Background: an optimization exercise with open tools, aiming at a short achievable clock period and few clock cycles. Do not read the settings as production practice. Only simulation tests tie the RTL to the original design; equivalence was not proved. No activity file was given, so power comes from the tool's default toggle rates.

$ cat design/flow/config.mk
export PLATFORM = sky130hd
export DESIGN_NAME = arm_cpu
export DESIGN_NICKNAME = arm_cpu
export VERILOG_FILES = /design/flow/design.v
export SDC_FILE = /design/flow/constraint.sdc
export NUM_CORES = 4
export LEC_CHECK = 0
export CAP_MARGIN = 20
export CELL_PAD_IN_SITES_DETAIL_PLACEMENT = 1
export CELL_PAD_IN_SITES_GLOBAL_PLACEMENT = 2
export CORE_MARGIN = 2
export CORE_UTILIZATION = 30
export PLACE_DENSITY = 0.35
export SLEW_MARGIN = 20
$ cat design/flow/constraint.sdc
create_clock -name core_clock -period 11.0 [get_ports {CLOCK}]
set_input_delay 2.2000 -clock core_clock [delete_from_list [all_inputs] [get_ports {CLOCK}]]
set_output_delay 2.2000 -clock core_clock [all_outputs]
set_load 0.01 [all_outputs]
$ cat design/flow/design.v
`timescale 1ns/1ps
package cpu_pkg;
  localparam int XLEN    = 64;
  localparam int INSTR_W = 32;
  localparam int REG_AW  = 5;
  localparam logic [REG_AW-1:0] ZERO_REG = 5'd31;   
  typedef enum logic [10:0] {
    OP_LDUR = 11'b11111000010,
    OP_STUR = 11'b11111000000,
    OP_ADD  = 11'b10001011000,
    OP_SUB  = 11'b11001011000,
    OP_AND  = 11'b10001010000,
    OP_ORR  = 11'b10101010000
  } opcode_e;
  localparam logic [5:0] B_PREFIX   = 6'b000101;
  localparam logic [7:0] CBZ_PREFIX = 8'b10110100;
  typedef enum logic [1:0] {
    ALUOP_ADDR  = 2'b00,   
    ALUOP_PASS  = 2'b01,   
    ALUOP_RTYPE = 2'b10
  } alu_op_e;
  typedef enum logic [3:0] {
    ALU_AND    = 4'b0000,
    ALU_ORR    = 4'b0001,
    ALU_ADD    = 4'b0010,
    ALU_SUB    = 4'b0110,
    ALU_PASS_B = 4'b0111
  } alu_ctrl_e;
  typedef enum logic [1:0] {
    FWD_NONE = 2'b00,
    FWD_WB   = 2'b01,
    FWD_MEM  = 2'b10
  } fwd_sel_e;
endpackage
`timescale 1ns/1ps
module alu (
  input  logic [cpu_pkg::XLEN-1:0] a,
  input  logic [cpu_pkg::XLEN-1:0] b,
  input  logic                     op_sub,
  input  logic                     op_and,
  input  logic                     op_orr,
  output logic [cpu_pkg::XLEN-1:0] result,
  output logic                     zero
);
  logic [cpu_pkg::XLEN-1:0] bx;
  logic [cpu_pkg::XLEN-1:0] sum;
  logic [cpu_pkg::XLEN-1:0] x;
  logic [cpu_pkg::XLEN-1:0] o;
  logic                     z_add;
  logic                     z_sub;
  assign bx  = op_sub ? ~b : b;
  assign sum = a + bx + {63'd0, op_sub};
  always_comb begin
    if (op_and)      result = a & b;
    else if (op_orr) result = a | b;
    else             result = sum;
  end
  assign x     = a ^ b;
  assign o     = a | b;
  assign z_add = (x == {o[cpu_pkg::XLEN-2:0], 1'b0});
  assign z_sub = (x == '0);
  always_comb begin
    if (op_and)      zero = ((a & b) == '0);
    else if (op_orr) zero = (o == '0);
    else if (op_sub) zero = z_sub;
    else             zero = z_add;
  end
endmodule
`timescale 1ns/1ps
module register_file (
  input  logic                      CLOCK,
  input  logic                      rst_n,
  input  logic [cpu_pkg::REG_AW-1:0] rd_addr1,
  input  logic [cpu_pkg::REG_AW-1:0] rd_addr2,
  input  logic                      wb_en,
  input  logic [cpu_pkg::REG_AW-1:0] wb_reg,
  input  logic [cpu_pkg::XLEN-1:0]   wb_data,
  input  logic                      wb_zero,
  output logic [cpu_pkg::XLEN-1:0]   rd_data1,
  output logic [cpu_pkg::XLEN-1:0]   rd_data2,
  output logic                      rd_zero2
);
  logic [cpu_pkg::XLEN-1:0] regs [31];
  logic [30:0]              zflag;
  always_ff @(posedge CLOCK or negedge rst_n) begin
    if (!rst_n) begin
      for (int i = 0; i < 31; i++) begin
        regs[i] <= cpu_pkg::XLEN'(i);   
      end
      zflag <= 31'd1;   
    end else if (wb_en && wb_reg != cpu_pkg::ZERO_REG) begin
      regs[wb_reg]  <= wb_data;
      zflag[wb_reg] <= wb_zero;
    end
  end
  assign rd_data1 = (rd_addr1 == cpu_pkg::ZERO_REG) ? '0 :
                    (wb_en && wb_reg == rd_addr1) ? wb_data : regs[rd_addr1];
  assign rd_data2 = (rd_addr2 == cpu_pkg::ZERO_REG) ? '0 :
                    (wb_en && wb_reg == rd_addr2) ? wb_data : regs[rd_addr2];
  assign rd_zero2 = (rd_addr2 == cpu_pkg::ZERO_REG) ? 1'b1 :
                    (wb_en && wb_reg == rd_addr2) ? wb_zero : zflag[rd_addr2];
endmodule
`timescale 1ns/1ps
module arm_cpu #(
  parameter logic [cpu_pkg::XLEN-1:0] RESET_PC = '0
) (
  input  logic                       CLOCK,
  input  logic                       rst_n,
  input  logic [cpu_pkg::INSTR_W-1:0] instr,
  input  logic [cpu_pkg::XLEN-1:0]    mem_rdata,
  output logic [cpu_pkg::XLEN-1:0]    pc,
  output logic [cpu_pkg::XLEN-1:0]    mem_addr,
  output logic [cpu_pkg::XLEN-1:0]    mem_wdata,
  output logic                       mem_read,
  output logic                       mem_write
);
  localparam int XLEN = cpu_pkg::XLEN;
  localparam int SRC_RF = 0;   
  localparam int SRC_M  = 1;   
  localparam int SRC_W  = 2;   
  localparam int SRC_LD = 3;   
  logic             d_valid;
  logic [31:0]      d_instr;
  logic [XLEN-1:0]  d_pc;
  logic             e_valid;
  logic             e_ld;
  logic             e_st;
  logic             e_wen;
  logic [4:0]       e_rd;
  logic             e_sub;
  logic             e_and;
  logic             e_orr;
  logic             e_use_imm;
  logic [XLEN-1:0]  e_imm;
  logic [XLEN-1:0]  e_a;
  logic [XLEN-1:0]  e_b;
  logic [2:0]       e_sel_a;
  logic [3:0]       e_sel_b;
  logic             m_ld;
  logic             m_wen;
  logic [4:0]       m_rd;
  logic             m_zero;
  logic             w_en;
  logic [4:0]       w_rd;
  logic [XLEN-1:0]  w_data;
  logic             w_zero;
  logic [10:0]      op;
  logic [4:0]       rn, rm, rt, rb;
  logic             is_b, is_cbz, is_ld, is_st, is_alu;
  logic             i_sub, i_and, i_orr;
  logic             wen;
  logic             use_a, use_b_alu;
  logic [XLEN-1:0]  rf_a, rf_b;
  logic             rf_zb;
  logic [XLEN-1:0]  imm_d, br_off, target;
  logic             stall, taken, cbz_zero;
  logic             e_fast_zero;
  logic [2:0]       sel_a;
  logic [3:0]       sel_b;
  assign op  = d_instr[31:21];
  assign rt  = d_instr[4:0];
  assign rn  = d_instr[9:5];
  assign rm  = d_instr[20:16];
  assign rb  = d_instr[28] ? rt : rm;   
  assign is_b   = d_valid && d_instr[31:26] == cpu_pkg::B_PREFIX;
  assign is_cbz = d_valid && d_instr[31:24] == cpu_pkg::CBZ_PREFIX;
  assign is_ld  = d_valid && op == cpu_pkg::OP_LDUR;
  assign is_st  = d_valid && op == cpu_pkg::OP_STUR;
  assign i_sub  = op == cpu_pkg::OP_SUB;
  assign i_and  = op == cpu_pkg::OP_AND;
  assign i_orr  = op == cpu_pkg::OP_ORR;
  assign is_alu = d_valid && (op == cpu_pkg::OP_ADD || i_sub || i_and || i_orr);
  assign wen    = (is_ld || is_alu) && rt != cpu_pkg::ZERO_REG;
  assign use_a     = is_ld || is_st || is_alu;
  assign use_b_alu = is_alu;
  register_file i_rf (
    .CLOCK, .rst_n,
    .rd_addr1(rn), .rd_addr2(rb),
    .wb_en(w_en), .wb_reg(w_rd), .wb_data(w_data), .wb_zero(w_zero),
    .rd_data1(rf_a), .rd_data2(rf_b), .rd_zero2(rf_zb)
  );
  assign stall = (e_valid && e_ld && e_wen &&
                  ((use_a && rn == e_rd) || (use_b_alu && rm == e_rd) || (is_cbz && rt == e_rd))) ||
                 (m_ld && m_wen && is_cbz && rt == m_rd);
  always_comb begin
    if (rt == cpu_pkg::ZERO_REG)          cbz_zero = 1'b1;
    else if (e_valid && e_wen && e_rd == rt) cbz_zero = e_fast_zero;
    else if (m_wen && m_rd == rt)         cbz_zero = m_zero;
    else                                  cbz_zero = rf_zb;   
  end
  assign taken = !stall && (is_b || (is_cbz && cbz_zero));
  assign br_off = is_b ? {{(XLEN-26){d_instr[25]}}, d_instr[25:0]}
                       : {{(XLEN-19){d_instr[23]}}, d_instr[23:5]};
  assign target = d_pc + {br_off[XLEN-3:0], 2'b00};
  assign imm_d = {{(XLEN-9){d_instr[20]}}, d_instr[20:12]};   
  always_comb begin
    sel_a = '0;
    if (e_valid && e_wen && e_rd == rn)  sel_a[SRC_M]  = 1'b1;
    else if (m_wen && m_rd == rn)        sel_a[SRC_W]  = 1'b1;
    else                                 sel_a[SRC_RF] = 1'b1;
    sel_b = '0;
    if (e_valid && e_wen && e_rd == rb) begin
      if (e_ld) sel_b[SRC_LD] = 1'b1;   
      else      sel_b[SRC_M]  = 1'b1;
    end else if (m_wen && m_rd == rb)    sel_b[SRC_W]  = 1'b1;
    else                                 sel_b[SRC_RF] = 1'b1;
  end
  always_ff @(posedge CLOCK or negedge rst_n) begin
    if (!rst_n) begin
      pc      <= RESET_PC;
      d_valid <= 1'b0;
    end else if (taken) begin
      pc      <= target;
      d_valid <= 1'b0;   
    end else if (!stall) begin
      pc      <= pc + XLEN'(4);
      d_valid <= 1'b1;
    end
  end
  always_ff @(posedge CLOCK) begin
    if (!stall) begin
      d_instr <= instr;
      d_pc    <= pc;
    end
  end
  always_ff @(posedge CLOCK or negedge rst_n) begin
    if (!rst_n) begin
      e_valid <= 1'b0;
      e_ld    <= 1'b0;
      e_st    <= 1'b0;
      e_wen   <= 1'b0;
    end else begin
      e_valid <= use_a && !stall;
      e_ld    <= is_ld && !stall;
      e_st    <= is_st && !stall;
      e_wen   <= wen && !stall;
    end
  end
  always_ff @(posedge CLOCK) begin
    e_rd      <= rt;
    e_sub     <= i_sub && is_alu;
    e_and     <= i_and && is_alu;
    e_orr     <= i_orr && is_alu;
    e_use_imm <= !is_alu;
    e_imm     <= imm_d;
    e_a       <= rf_a;
    e_b       <= rf_b;
    e_sel_a   <= sel_a;
    e_sel_b   <= sel_b;
  end
  logic [XLEN-1:0] op_a, fwd_b, op_b, alu_res, st_data;
  logic            alu_zero;
  assign op_a  = ({XLEN{e_sel_a[SRC_RF]}} & e_a) |
                 ({XLEN{e_sel_a[SRC_M]}}  & mem_addr) |
                 ({XLEN{e_sel_a[SRC_W]}}  & w_data);
  assign fwd_b = ({XLEN{e_sel_b[SRC_RF]}} & e_b) |
                 ({XLEN{e_sel_b[SRC_M]}}  & mem_addr) |
                 ({XLEN{e_sel_b[SRC_W]}}  & w_data);
  assign op_b    = e_use_imm ? e_imm : fwd_b;
  assign st_data = e_sel_b[SRC_LD] ? mem_rdata : fwd_b;
  alu i_alu (
    .a(op_a), .b(op_b),
    .op_sub(e_sub), .op_and(e_and), .op_orr(e_orr),
    .result(alu_res), .zero(alu_zero)
  );
  assign e_fast_zero = alu_zero;
  always_ff @(posedge CLOCK or negedge rst_n) begin
    if (!rst_n) begin
      m_ld      <= 1'b0;
      m_wen     <= 1'b0;
      mem_read  <= 1'b0;
      mem_write <= 1'b0;
    end else begin
      m_ld      <= e_ld;
      m_wen     <= e_wen;
      mem_read  <= e_ld;
      mem_write <= e_st;
    end
  end
  always_ff @(posedge CLOCK) begin
    m_rd      <= e_rd;
    m_zero    <= alu_zero;
    mem_addr  <= alu_res;   
    mem_wdata <= st_data;
  end
  always_ff @(posedge CLOCK or negedge rst_n) begin
    if (!rst_n) begin
      w_en <= 1'b0;
    end else begin
      w_en <= m_wen;
    end
  end
  always_ff @(posedge CLOCK) begin
    w_rd   <= m_rd;
    w_data <= m_ld ? mem_rdata : mem_addr;
    w_zero <= m_ld ? (mem_rdata == '0) : m_zero;
  end
endmodule
$ cat design/flow/run.sh
#!/bin/bash
# synth_recipe.tcl (not shown) runs the flow's synth.tcl, then flattens the netlist and writes it again
# the make line also repeats each setting of config.mk as NAME=value (left out here)
make -C /OpenROAD-flow-scripts/flow DESIGN_CONFIG=/design/flow/config.mk WORK_HOME=/design/flow/orfs CLKGATE_MAP_FILE= SYNTH_SCRIPT=/design/flow/synth_recipe.tcl finish
==> results by group <==
Run status
  – Run status: complete, no violations

Power and ir drop
  – Peak VDD IR: 0.130 mV
  – Register share of total power: 41.5%
  – Switching fraction of total power: 29.4%
  – Clock power frac: 46.1%
  – Final Power: 0.0244 W
  – Pwr Density: 159 nW/um2
  – Switch Pwr: 0.00717 W
  – Logic pwr share: 12.4%
  – Leakage: 67.3 nW
  – Internal power: 0.0172 W

Synth
  – Post-synth cell types: 107
  – Primary FF master, synth: dfrtp_1
  – Syn Std Cell Area: 131,000 um2
  – Ys async rst share: 82.2%
  – Post-synthesis sequential area ratio: 47.7%
  – YS warnings: 4
  – Syn_area_per_cell: 11.1 um2
  – Number of enable flip-flop cells after synthesis: 96
  – Synth Register Bits: 2,541
  – Syn Inst Count: 11.8k
  – Syn nets: 12.0k

STA
  – Unrepaired setup endpoints after global routing: no
  – Setup Total Neg Slack: 0 ps
  – Final Max Slew Viols: 0
  – Fin crit share: 69.3%
  – Normalized max-slew margin: 16.7%
  – Final Hold Viols: 0
  – Min cycle time layout: 7620 ps
  – Fmax: 131 MHz
  – Setup Skew: 48.0 ps
  – Slew @ Worst Pin: 1240 ps
  – Final setup viols: 0
  – Final hold slack: 369 ps

Global routing
  – GR Util All Layers: 37.5%
  – GRT overflow: 0
  – First-pass GRT wire length: 1,140,000 um
  – Largest net degree at the start of global routing: 147
  – Vias in the first global route: 118k
  – Initial antenna violation count: 87

Clocking
  – CTS tree: built
  – CTS hold repair buffers: 0
  – Number of buffers created by CTS: 326
  – Worst-path clk slew: 60 ps
  – CTS sink count: 2,541
  – Post-cts resize count: 0
  – H-tree depth: 5
  – Post-CTS Setup Inserts: 0
  – CTS Root Cell: clkbuf_16
  – Clk buf depth: 4
  – Worst skew pair latency: 990 ps

Critical path
  – Worst path cell trace: buf_4 -> inv_1 -> nand2_2 -> buf_4 -> o21ai_0 -> inv_1 -> ha_1 -> xnor2_1 -> nor4_1 -> nand4_1 -> nor2_1 -> o2111ai_1 -> or4_1 -> a2111oi_0 -> nand3_1 -> nor4_1 -> o22ai_1 -> a21oi_1 -> a211oi_1 -> o21ai_4 -> buf_16 -> buf_4 -> mux2_2 -> a21oi_1
  – Crit-path max FO: 36
  – CP peak stage delay: 600 ps
  – Cell mode on critical path: buf_4
  – Setup crit start kind: register
  – CP Data Arrival Time: 8500 ps
  – WP data required: 11,880 ps
  – CP max stage cell: o21ai_4
  – Critical Path End Type: register
  – Worst Setup Path Type: reg2reg

Floorplanning
  – Die Y: 665 um
  – Die area: 442,000 um2
  – Initial core utilization: 30.1%
  – Boundary pin count: 292
  – # rows: 242
  – Core ar.: 435,000 um2
  – Die width: 665 um

Detailed routing
  – Via count of the routed design: 118k
  – Initial DRC count: 15.1k
  – WL per Instance: 48.0 um
  – Post-DRT Antenna Nets: 0
  – Routed met2 length: 370,000 um
  – First-pass DRT Iterations: 7
  – Remaining routing DRC violations: 0
  – Detail-routed via count per cell: 6.61
  – DR WL met3: 64,300 um
  – WL final: 854,000 um
  – Met1 wire length: 364,000 um
  – Top sig layer: met5

Layout
  – Nets@finish: 12.0k
  – Layout cell share with drive strength beyond 1: 28.4%
  – Fin util: 35.3%
  – FILL cells: 46.3k
  – Synthesis-to-finish area growth: 17.2%

Placed design
  – Placer congestion estimate: 0.902
  – HPWL after detailed placement: 516,000 um
  – # port buffers: 291

Run
  – Max-cap violations: 0

Min path
  – Hold/Removal Path Class: reg2reg
area by class of cell:
cell class	instances	area [um2]	area share, %
Antenna cell	42	105	0.0685
Clock buffer	494	9780	6.38
Sequential cell	2541	62400	40.7
Inverter	154	583	0.380
Clock inverter	100	1120	0.728
Tap cell	5734	7170	4.68
Multi-Input combinational cell	8002	65000	42.4
Timing Repair Buffer	742	7170	4.68
worst paths after layout:
kind                       startpoint           endpoint  slack (ps)  depth (start not counted)
max                          e_imm[8]             pc[52]        3380                         24
min                              e_st          mem_write         370                          0
max reg2reg                  e_imm[8]             pc[52]        3380                         24
min reg2reg                      e_st          mem_write         370                          0
max in group asynchronous       rst_n  i_rf.regs[15][25]        7400                          3
min in group asynchronous       rst_n   i_rf.regs[0][16]        1180                          1
stage by stage:
stage               area, um2  setup WS [ps]  instances
finish                 153000           3380      17800
global route           153000           2990      17800
CTS                    153000           3310      17800
detailed placement     142000           3340      17200
global placement       142000           3390      17200
floorplan              131000           3540      11800
metal layers:
metal | global-route usage [%] | vias to the layer above
met5 | 0.109 | -
met2 | 56.6 | 6530
met4 | 20.5 | 52
li1 | - | 45400
met1 | 50.7 | 63800
met3 | 6.82 | 1942
sequential cells by signal, indices dropped and copies added, names as in the netlist, 64 cells and up:
register and count:
e_b 64, mem_addr 64, i_rf.regs 1984, e_a 64
w_data 64, mem_wdata 64, pc 64, d_pc 64
placed cells by master (no fill, tap or decap), types with 39 or more instances in the layout:
cell type        count
clkbuf_16          342
diode_2             42
clkdlybuf4s50_1    290
ha_1               175
nand2b_1            39
nor4_1              97
nand2_1            532
o21ai_0            284
a22o_1             401
buf_4              381
o32ai_1             44
dfstp_2             76
and2_1              50
a21o_1              86
nand3_1            198
a222oi_1           187
inv_1              146
clkbuf_1            87
xor2_1              69
nor3_1             112
nand4_1            358
edfxtp_1            96
clkinv_2            56
buf_12              63
nor2_1             432
clkbuf_8            65
nor2_4              84
dfxtp_1            335
mux2_2            2139
a211oi_1            83
a22oi_1           1024
a221oi_1           418
a21oi_1            412
dfrtp_1           2011
xnor2_1            219
worst max-delay path: cells and delay by family (launching register included):
kind            cells  cell delay, ps
mux                 1             380
xor+xnor            1             150
fa+ha+maj           1             260
compound gates      8            2560
simple gates        7            2130
buf+inv             6            1660
flops               1             320
power groups by stage:
stage | logic (W) | clock network, W | registers [W]
after CTS | 0.00300 | 0.0114 | 0.0101
after global placement | 0.00299 | 0 | 0.0103
after floorplan | 0.00141 | 0 | 0.0101
after global routing | 0.00320 | 0.0118 | 0.0102
final | 0.00303 | 0.0113 | 0.0101
after detailed placement | 0.00298 | 0 | 0.0103
cell families (layout without fill, tap and decap cells):
logic type | count (synthesis) | count (layout) | synth area share (%)
AOI/OAI and AO/OA | 3246 | 3246 | 18.6
DFF | 2541 | 2541 | 47.7
muxes | 2173 | 2173 | 18.7
and+or+nand+nor | 2095 | 2095 | 7.73
buffers and inverters | 1209 | 1490 | 3.50
xor gates and xnor gates | 290 | 290 | 1.96
adders and majority gates | 198 | 198 | 1.86
other | 0 | 42 | 0
cell usage after synthesis, types with 84 or more instances:
library cell | number | share of area (%)
nand3_1 | 202 | 0.77
a21oi_1 | 417 | 1.6
nand4_1 | 358 | 1.7
buf_1 | 87 | 0.25
clkbuf_1 | 939 | 2.7
edfxtp_1 | 96 | 2.2
a22o_1 | 401 | 2.7
ha_1 | 175 | 1.7
nor4_1 | 101 | 0.48
a21o_1 | 86 | 0.49
dfrtp_1 | 2012 | 38
dfxtp_1 | 357 | 5.5
a22oi_1 | 1024 | 5.9
a211oi_1 | 84 | 0.48
nand2_1 | 535 | 1.5
mux2_2 | 2139 | 18
nor3_1 | 146 | 0.56
o21ai_0 | 284 | 1.1
a221oi_1 | 418 | 2.8
nor2_1 | 518 | 1.5
xnor2_1 | 219 | 1.5
inv_1 | 146 | 0.42
a222oi_1 | 187 | 1.4
Testbench counts, summed over its fixed seeds: cycles 61,445.

[afterwards: timing with drivers on the ports]
Ports are ideal in the flow. The routed layout listed here was re-timed in OpenROAD.
Step 1 assumes that a clkbuf_16 drives the clock port and a buf_2 every other input.
Step 2 times the ports against the registers' clock, not the clock port: input delays grow and output delays shrink by t, the midpoint of the rising clock arrivals with the driver on.
a / b / c = ideal ports / drivers / drivers and shift; a / b = the first two.
t, ns: 1.082
setup WS [ns]: 3.380 / 3.380 / 3.380
hold slack, ns: 0.369 / 0.369 / 0.369
pins driven straight from the clock port: 1
After both steps this run still meets setup and hold. The setup slack of this run moves by 0.000 ns with the drivers and by 0.000 ns with both steps.
